Context: an optimization exercise on an open-source flow, tuned for small area and few clock cycles per item. The choices shown serve that exercise and are no tape-out recipe.
Function was checked by simulation only, so behaviour that the tests miss may differ from the original.

==> flow/design.v (outline; a module is shown in full before it is edited, if it fits) <==
// module dtsg_sine_rom: 82 lines
// module dtsg_fa: 10 lines
// module dtsg_ha: 9 lines
// module dtsg_maj: 8 lines
// module dual_tone_sample_generator_top: 1308 lines
module dual_tone_sample_generator_top (
    input  wire logic                                aclk,
    input  wire logic                                aresetn,
    input  wire logic                                s_tvalid,
    output logic                                     s_tready,
    input  wire logic [dtsg_pkg::S_TDATA_W-1:0]      s_tdata,    
    output logic                                     m_tvalid,
    input  wire logic                                m_tready,
    output logic [dtsg_pkg::M_TDATA_W-1:0]           m_tdata,    
    output logic [0:0]                               m_tuser,    
    input  wire logic                                cfg_wr_en,
    input  wire logic [dtsg_pkg::CFG_INDEX_W-1:0]    cfg_index,
    input  wire logic [dtsg_pkg::CFG_DATA_W-1:0]     cfg_wdata
);
  // ...
==> flow/run.sh <==
#!/bin/bash
# synth_recipe.tcl (not shown) runs the flow's synth.tcl, then flattens the netlist and writes it again
# the make line also repeats each setting of config.mk as NAME=value (left out here)
make -C /OpenROAD-flow-scripts/flow DESIGN_CONFIG=/design/flow/config.mk WORK_HOME=/design/flow/orfs CLKGATE_MAP_FILE= SYNTH_SCRIPT=/design/flow/synth_recipe.tcl finish
==> flow/config.mk <==
export PLATFORM = sky130hd
export DESIGN_NAME = dual_tone_sample_generator_top
export DESIGN_NICKNAME = dual_tone_sample_generator_top
export VERILOG_FILES = /design/flow/design.v
export SDC_FILE = /design/flow/constraint.sdc
export NUM_CORES = 4
export LEC_CHECK = 0
export ABC_AREA = 1
export ABC_CLOCK_PERIOD_IN_PS = 10000
export CAP_MARGIN = 20
export CORE_MARGIN = 2
export CORE_UTILIZATION = 40
export SLEW_MARGIN = 20
export SYNTH_HIERARCHICAL = 1
export SYNTH_MINIMUM_KEEP_SIZE = 0
==> flow/constraint.sdc <==
create_clock -name core_clock -period 10.0 [get_ports {aclk}]
set_input_delay 2.0000 -clock core_clock [delete_from_list [all_inputs] [get_ports {aclk}]]
set_output_delay 2.0000 -clock core_clock [all_outputs]
set_load 0.01 [all_outputs]
==> results.cfg, run 1 <==
[synthesis]
yosys-top-cells-area = edfxtp_1 30%, fa_1 27%, nand2_1 17%, ha_1 4.6%, inv_1 4.3%
synth_top_family_by_area = adder cells

[layout]
multi_input_area_share = 0.579
seq_area_um2 = 7420
drive_gt1_frac = 0.0813
stdcell_area_um2 = 26900
mostFrequentLayoutCells = 1094 x nand2_1, 330 x fa_1, 280 x inv_1

[place]
pre_cts_ws_ns = 2.12

[floorplanning]
io-pin-count = 67

[worst_setup_path]
crit_buf_inv = 0
start_kind = register
reg2reg_to = phase_b_reg[28]
rrSetupSlack_ns = 2.14

[global_route]
first_global_vias = 19618
grtUsageMet2 = 0.342

[worst_hold_path]
hold_end = m_done_reg
worstHoldStart = s1_done_reg

[clock_tree]
ctsHoldBuffers = 0
cts_made_buffers = 30
cts_setup_buffers = 0

[sta]
worst_slew_pin_slew_ns = 0.954
setup_ws_ns = 2.14
finalSetupTns_ns = 0

[routing]
route.met3.wl_um = 4080
drtIter0Drc = 1377
vias_per_cell = 5.19

[status]
status = finished clean
Testbench counts, summed over its fixed seeds: cycles 16,064, items 16,000.
==> run 2, diff against run 1 <==
--- a/flow/design.v
+++ b/flow/design.v
@@ -167,19 +167,17 @@
         if (wr_step_a) phase_step_a_reg <= wsel(dtsg_pkg::RST_PHASE_STEP_A);
         if (wr_step_b) phase_step_b_reg <= wsel(dtsg_pkg::RST_PHASE_STEP_B);
         if (wr_mode)   tone_mode_reg    <= wd0[0];
         if (wr_amp)    amplitude_reg    <= 15'(wsel(32'(dtsg_pkg::RST_AMPLITUDE)));
         if (wr_dur)    duration_reg     <= wd0;
     end
     logic s1_valid_reg;
     logic s1_adv, accept;
-    logic m_tvalid_reg, out_adv;
-    assign out_adv  = !m_tvalid_reg || m_tready;
-    assign s1_adv   = !s1_valid_reg || out_adv;
+    assign s1_adv   = !s1_valid_reg || m_tready;
     assign s_tready = s1_adv;
     assign accept   = s_tvalid && s1_adv;
     logic [31:0] phase_a_reg, phase_b_reg, phase_a_inc, phase_b_inc;
     logic [31:0] count_reg, count_inc;
     logic        phase_zero_reg;
     logic        count_full, count_ge;
     logic        restart, past_end, done0;
     logic        adv_phase, adv_count;
@@ -1416,28 +1414,13 @@
     assign scaled_n[8] = m1295;
     assign scaled_n[9] = m1296;
     assign scaled_n[10] = m1297;
     assign scaled_n[11] = m1298;
     assign scaled_n[12] = m1316;
     assign scaled_n[13] = m1317;
     assign scaled_n[14] = m1318;
     assign scaled_n[15] = m1319;
-    logic [dtsg_pkg::M_TDATA_W-1:0] m_tdata_reg;
-    logic                           m_done_reg;
-    always_ff @(posedge aclk) begin
-        if (!aresetn) begin
-            m_tvalid_reg <= 1'b0;
-        end else if (out_adv) begin
-            m_tvalid_reg <= s1_valid_reg;
-        end
-    end
-    always_ff @(posedge aclk) begin
-        if (out_adv) begin
-            m_tdata_reg <= ~(scaled_n | {16{s1_zero_reg}});
-            m_done_reg  <= s1_done_reg;
-        end
-    end
-    assign m_tvalid   = m_tvalid_reg;
-    assign m_tdata    = m_tdata_reg;
-    assign m_tuser[0] = m_done_reg;
+    assign m_tvalid   = s1_valid_reg;
+    assign m_tdata    = ~(scaled_n | {16{s1_zero_reg}});
+    assign m_tuser[0] = s1_done_reg;
 endmodule
 `default_nettype wire
==> run 2 against run 1 <==
Net effect: synthesized area shrank 2.3%; sequential cell count shrank 18; final area shrank 2.3%; sequential share of layout area shrank 1.4 points; maximum frequency shrank 18%; worst hold slack gained 0.050 ns; first-iteration DRC count grew 3.9%; synthesized cell count shrank 0.69%; non-clock buffer count grew 12.
==> results.cfg, run 2 <==
[worst_setup_path]
path_cells = clkinvlp_4 -> nand2_1 -> nand2_1 -> inv_1 -> buf_4 -> nand2_1 -> fa_1 -> fa_1 -> fa_1 -> fa_1 -> fa_1 -> fa_1 -> fa_1 -> fa_1 -> fa_1 -> nand2_2 -> o21ai_4 -> inv_4 -> nand2_1 -> o21a_4 -> o21ai_2 -> o21ai_0 -> nor2_1 -> clkdlybuf4s50_1
slowest_stage = fa_1
rrSetupSlack_ns = 2.15
reg2reg_to = phase_a_reg[28]
crit_family = adder cells
crit_start = tone_mode_reg
max_stage_delay_ns = 0.60
start_kind = register
r2r_start = phase_step_a_reg[0]
critical_path_required_ns = 8.00
critical_path_class = reg2out
arrival_ns = 7.61
endpoint_kind = primary output
ff2ff_path_depth = 25
crit_path_max_fanout = 13
endpoint = m_tdata[12]
cp.depth = 24
crit_buf_inv = 5
crit_top_cell = fa_1

[place]
dp_hpwl_um = 45400
routabilityCongestion = 0.938
numPortBuffers = 59
dp_cells = 3505

[sta]
maxSlewHeadroom = 0.384
setup_violations = 0
rsz0062_at_grt = false
period_needed_ns = 9.61
period_share = 0.961
slew_viol_final = 0
worst_slew_pin_slew_ns = 0.924
finalSetupTns_ns = 0
hold_viol_final = 0
skew_ns = 0.0171
max_freq_ghz = 0.104

[status]
status = finished clean

[layout]
n_fill_cell = 5710
diodes = 0
layout_commonest_cell = nand2_1
area_growth_pct = 9.35
fin_nets = 3231
multi_input_area_um2 = 15600
mostFrequentLayoutCells = 1097 x nand2_1, 330 x fa_1, 271 x inv_1
fin_util = 0.444
final_cells = 3555
drive_gt1_frac = 0.0852
seq_area_um2 = 6890

[synthesis]
synth_top_area_frac = 0.285
synth_seq_cells = 230
synth_cell_types = 44
syn_inst = 2753
synth_ff_type = edfxtp_1
synthTopCellsByCount = 1097 x nand2_1, 330 x fa_1, 276 x inv_1
synth-seq-area-share = 0.286
synth_edf_count = 228
synthesis.nets = 3222
syn_avg_cell_area_um2 = 8.74
yosysTopAreaCell = edfxtp_1
synth_most_common_cell = nand2_1
synth-async-reset-ratio = 0
yosys-top-cells-area = edfxtp_1 28%, fa_1 27%, nand2_1 17%, ha_1 4.7%, inv_1 4.3%
syn_area_um2 = 24100
yosysWarnings = 8

[floorplanning]
start_util = 0.406
die_area_um2 = 62100
die_w_um = 249
num_rows = 89
core_area_um2 = 59200
io-pin-count = 67
fp.dieH_um = 249

[routing]
drtIter0Drc = 1431
first_pass_iters = 5
vias_per_cell = 5.17
wl_per_cell_um = 17.0
remaining_drc_errors = 0
drt_wl_total_um = 60600
vias = 18390
ant_nets = 0

[global_route]
grt_pass1_wl_um = 101000
grt_overflow = 0
track_usage = 0.198
grt_max_degree = 81
first_global_vias = 19183
antenna_found_initial = 0

[clock_tree]
htree_levels = 1
cts_sinks = 230
worstSkewPairLatency_ns = 0.54
cts_tree = yes
cts_made_buffers = 26
clockRootBuffer = clkbuf_16
clockBufferDepth = 3
ctsHoldBuffers = 0
clkTransAtPathRegs_ns = 0.06

[worst_hold_path]
min_path_type = reg2reg
worstHoldStart = phase_zero_reg

[run]
maxCapViolCount = 0
run 2: cell types whose count changed after synthesis, sizes merged, moves of 2 or more:
cell,before,now
edfxtp,245,228
nand2,1108,1111
nand3,271,275
nor4,8,4
inv,294,289
nand4,20,25
o21ai,37,35
run 2: cell type report:
type / count / area share
well taps: 773 / 0.0368
clock inverters: 17 / 0.00742
inverters: 291 / 0.0423
repair buffers: 90 / 0.0328
multi-input cells: 2123 / 0.593
flip-flops and latches: 230 / 0.262
clock buffers: 31 / 0.0262
run 2: worst min path at each step:
stage | endpoint | slack, ns | cells past startpoint
5_1_grt | phase_zero_reg | 0.51 | 2
2_1_floorplan | phase_zero_reg | 0.42 | 2
6_report | phase_zero_reg | 0.49 | 2
3_5_place_dp | phase_zero_reg | 0.49 | 2
3_3_place_gp | phase_zero_reg | 0.47 | 2
4_1_cts | phase_zero_reg | 0.50 | 2
run 2: routing by layer:
| layer | wire [µm] | up-vias | GRT usage |
|---|---|---|---|
| li1 | - | 8676 | - |
| met1 | 25700 | 9010 | 0.261 |
| met2 | 29900 | 609 | 0.346 |
| met3 | 3630 | 95 | 0.0270 |
| met4 | 1290 | 0 | 0.0499 |
| met5 | 0 | - | 0 |
run 2: through the flow:
step / hold WS [ns] / setup WS, ns / cell area, µm²
finish: 0.491 / 0.394 / 26300
global route: 0.506 / 0.00427 / 26300
CTS: 0.495 / 0.247 / 26200
detailed placement: 0.486 / 0.824 / 25400
global placement: 0.468 / 0.927 / 25300
floorplan: 0.420 / 1.67 / 24100
run 2: Yosys stat by module, one instance, submodules excluded:
module	flops+latches	times used
dtsg_sine_rom	0	2
dtsg_ha	0	41
dtsg_fa	0	330
dual_tone_sample_generator_top	230	1
dtsg_maj	0	69
run 2: worst reg2reg max path, cell delays in order, from the launching register on:
cell and delay [ns]:
edfxtp_1 0.39, ha_1 0.23, fa_1 0.39, fa_1 0.38
fa_1 0.40, fa_1 0.40, fa_1 0.40, fa_1 0.39
fa_1 0.38, fa_1 0.40, fa_1 0.43, fa_1 0.42
fa_1 0.40, fa_1 0.40, fa_1 0.40, fa_1 0.40
fa_1 0.45, nand4_2 0.16, nor2_4 0.06, nand4_2 0.08
nor2_2 0.07, nand4_2 0.12, nor2_4 0.06, or2_2 0.28
nand3_1 0.07, nand2_1 0.06
run 2: cells by family (layout without fill, tap and decap cells):
kind of cell             Yosys count  count (layout)  share of synthesized area
AND/OR/NAND/NOR                 1592            1592                      0.290
adder cells (fa/ha/maj)          421             421                      0.322
buffers and inverters            400             429                     0.0682
flip-flops                       230             230                      0.286
AO/OA/AOI/OAI                     70              70                     0.0183
XOR/XNOR                          32              32                     0.0117
multiplexers                       8               8                    0.00369
run 2: repair_timing:
item                       in CTS  in global routing
setup endpoints to repair       0                  4
gates resized for setup         0                  6
hold endpoints to repair        0                  0
setup buffers                   0                  1
Testbench counts of run 2, summed over its fixed seeds: cycles 16,032, items 16,000.

## port drivers added, routing unchanged
Ports are ideal in the flow. The routed layouts listed here were re-timed in OpenROAD. Step 1, drivers: a clkbuf_16 drives aclk and a buf_2 each remaining input, both assumed. Step 2 moves the port delays by t, midway between the first and last clock arrival at a register: inputs arrive t later, outputs are due t later. That takes back most of the time a late clock gives input paths. Slacks: ideal / step 1 / step 2; pairs: ideal / step 1.
run | t, ns | setup slack, ns | worst slew at a driven data input, ns | pins driven straight from the clock port
run 1 | 0.629 | 2.142 / 2.142 / 2.142 | 0.05 | 1
run 2 | 0.579 | 0.394 / 0.344 / 0.923 | 0.04 | 1
After both steps every run listed still meets setup and hold.
